From an optimization exercise on the open Yosys and OpenROAD flow, aimed at small area, a short achievable clock period and few clock cycles per item; shortcuts taken in it are not production practice. In this exercise RTL edits were held to simulation tests only and were not proved equivalent to the original. Power figures rest on the tool's default switching activity, not on a simulated workload.

// key_led_fade_table
module key_led_fade_table (
    input  logic                                i_clk,
    input  logic                                i_rst_n,
    input  logic                                s_axis_tvalid,
    output logic                                s_axis_tready,
    input  logic [kfade_pkg::IN_TDATA_W-1:0]    s_axis_tdata,    
    input  logic                                s_axis_tuser,    
    output logic                                m_axis_tvalid,
    input  logic                                m_axis_tready,
    output logic [kfade_pkg::OUT_TDATA_W-1:0]   m_axis_tdata,    
    output logic                                m_axis_tuser,    
    output logic                                m_axis_tlast     
);
For scale: roughly 6400 cells after synthesis, roughly 2200 flip-flops, about 73 I/O pins, roughly 91000 um^2 of cells after synthesis.
clock: 8.0 ns
lec_check: 0
cap_margin: 40
core_margin: 2
core_utilization: 55
setup_slack_margin: 4.5
slew_margin: 30
run.sh (not shown) runs the stock make flow with config.mk's settings and CLKGATE_MAP_FILE= SYNTH_SCRIPT=/design/flow/synth_recipe.tcl, a recipe that flattens the netlist after the stock synthesis.
Testbench counts at the start, summed over its fixed seeds: cycles 10,762, items 4,800.
Edit:
CAP_MARGIN = 30   (was 40)
CORE_UTILIZATION = 45   (was 55)
CTS_BUF_LIST = sky130_fd_sc_hd__clkbuf_8   (was default)
CTS_CLUSTER_DIAMETER = 80   (was default)
CTS_CLUSTER_SIZE = 14   (was default)
SETUP_SLACK_MARGIN = 4.2   (was 4.5)
SLEW_MARGIN = 25   (was 30)
Effect:
- total power shrinks by 18%
- worst hold slack improved by 0.0034 ns
- synthesized area does not change
- maximum frequency came out higher by about 0.5%
- core utilization is lower by 16 points
- global-route usage decreases by 8.7 points
- die area rises by about 22%
- clock-buffer cell count goes down by 101


Starting RTL as in the previous note.
==> flow/design.v (excerpt) <==
module key_led_fade_table (
    input  logic                                i_clk,
    input  logic                                i_rst_n,
    input  logic                                s_axis_tvalid,
    output logic                                s_axis_tready,
    input  logic [kfade_pkg::IN_TDATA_W-1:0]    s_axis_tdata,    
    input  logic                                s_axis_tuser,    
    output logic                                m_axis_tvalid,
    input  logic                                m_axis_tready,
    output logic [kfade_pkg::OUT_TDATA_W-1:0]   m_axis_tdata,    
    output logic                                m_axis_tuser,    
    output logic                                m_axis_tlast     
);
clock: 8.0 ns
lec_check: 0
cap_margin: 30
core_margin: 2
core_utilization: 45
cts_buf_list: sky130_fd_sc_hd__clkbuf_8
cts_cluster_diameter: 80
cts_cluster_size: 14
setup_slack_margin: 4.0
slew_margin: 25
Testbench counts at the start, summed over its fixed seeds: cycles 10,762, items 4,800.
Rerun with:
--- a/flow/config.mk
+++ b/flow/config.mk
@@ -6,5 +6,5 @@
 export NUM_CORES = 4
 export LEC_CHECK = 0
-export CAP_MARGIN = 30
+export CAP_MARGIN = 40
 export CORE_MARGIN = 2
 export CORE_UTILIZATION = 45
@@ -12,4 +12,4 @@
 export CTS_CLUSTER_DIAMETER = 80
 export CTS_CLUSTER_SIZE = 14
-export SETUP_SLACK_MARGIN = 4.0
-export SLEW_MARGIN = 25
+export SETUP_SLACK_MARGIN = 4.2
+export SLEW_MARGIN = 30
What happened: Die area does not change. Via count increases by about 1.5%. Utilization increases by 0.77 points. Wire length increases by about 3.2%. Non-clock buffer count increases by 54. Combinational power increases by about 5%. Final area increases by about 1.5%. First-iteration DRC count increases by about 4.4%.
Rerun with:
--- a/flow/config.mk
+++ b/flow/config.mk
@@ -12,4 +12,4 @@
 export CTS_CLUSTER_DIAMETER = 80
 export CTS_CLUSTER_SIZE = 14
-export SETUP_SLACK_MARGIN = 4.2
+export SETUP_SLACK_MARGIN = 4.4
 export SLEW_MARGIN = 30
=> The new run ran to the end with no violations. Fmax rises by about 1.4%. First-iteration DRC count rises by 6.0%. Non-clock buffer count rises by 170. Global-route usage rises by 1.3 points. Sequential cell count stays the same. Clock power rises by about 2%. Cell count rises by about 1.8%. Utilization rises by 2.0 points. Die area is unchanged. Register-to-register slack gets better by 0.05 ns. Hold slack gets better by 0.019 ns.
Rerun with:
--- a/flow/config.mk
+++ b/flow/config.mk
@@ -9,7 +9,4 @@
 export CORE_MARGIN = 2
 export CORE_UTILIZATION = 45
-export CTS_BUF_LIST = sky130_fd_sc_hd__clkbuf_8
-export CTS_CLUSTER_DIAMETER = 80
-export CTS_CLUSTER_SIZE = 14
-export SETUP_SLACK_MARGIN = 4.4
+export SETUP_SLACK_MARGIN = 4.2
 export SLEW_MARGIN = 30
Effect: The changed run went through all stages and came out clean. Power rose by 22%. First-iteration DRC count went down by 0.53%. Cell area climbs by 0.67%. Synthesized cell count does not change. Clock power goes up by 75%. Wire length fell by 4.3%. Utilization came out higher by 0.36 points. Fmax climbs by 0.99%. Sequential power stays flat.

what the ideal ports hide:
Ports are ideal in the flow. The routed layouts listed here were re-timed in OpenROAD. Step 1 sets driving cells, clkbuf_16 on the clock port and buf_2 on the other inputs (assumed; they add their load-dependent delay and slew). Step 2 times the ports against the registers' clock, not the clock port: input delays grow and output delays shrink by t, the midpoint of the rising clock arrivals with the driver on. Slacks: ideal ports / drivers / drivers and shift; pairs: ideal ports / drivers.
run | t, ns | slack for setup (ns) | slew at the worst register clock pin (ns)
the first run of note 1 | 0.943 | 4.050 / 4.050 / 4.050 | 0.07 / 0.07
the second run of note 1 | 1.097 | 4.068 / 4.068 / 4.068 | 0.11 / 0.11
the first run of note 2 | 1.062 | 3.900 / 3.900 / 3.900 | 0.11 / 0.11
the second run of note 2 | 1.069 | 4.047 / 4.047 / 4.047 | 0.11 / 0.11
the third run of note 2 | 1.072 | 4.102 / 4.102 / 4.102 | 0.11 / 0.11
the fourth run of note 2 | 0.967 | 4.140 / 4.140 / 4.140 | 0.07 / 0.07
After both steps setup and hold are still met in every run listed.
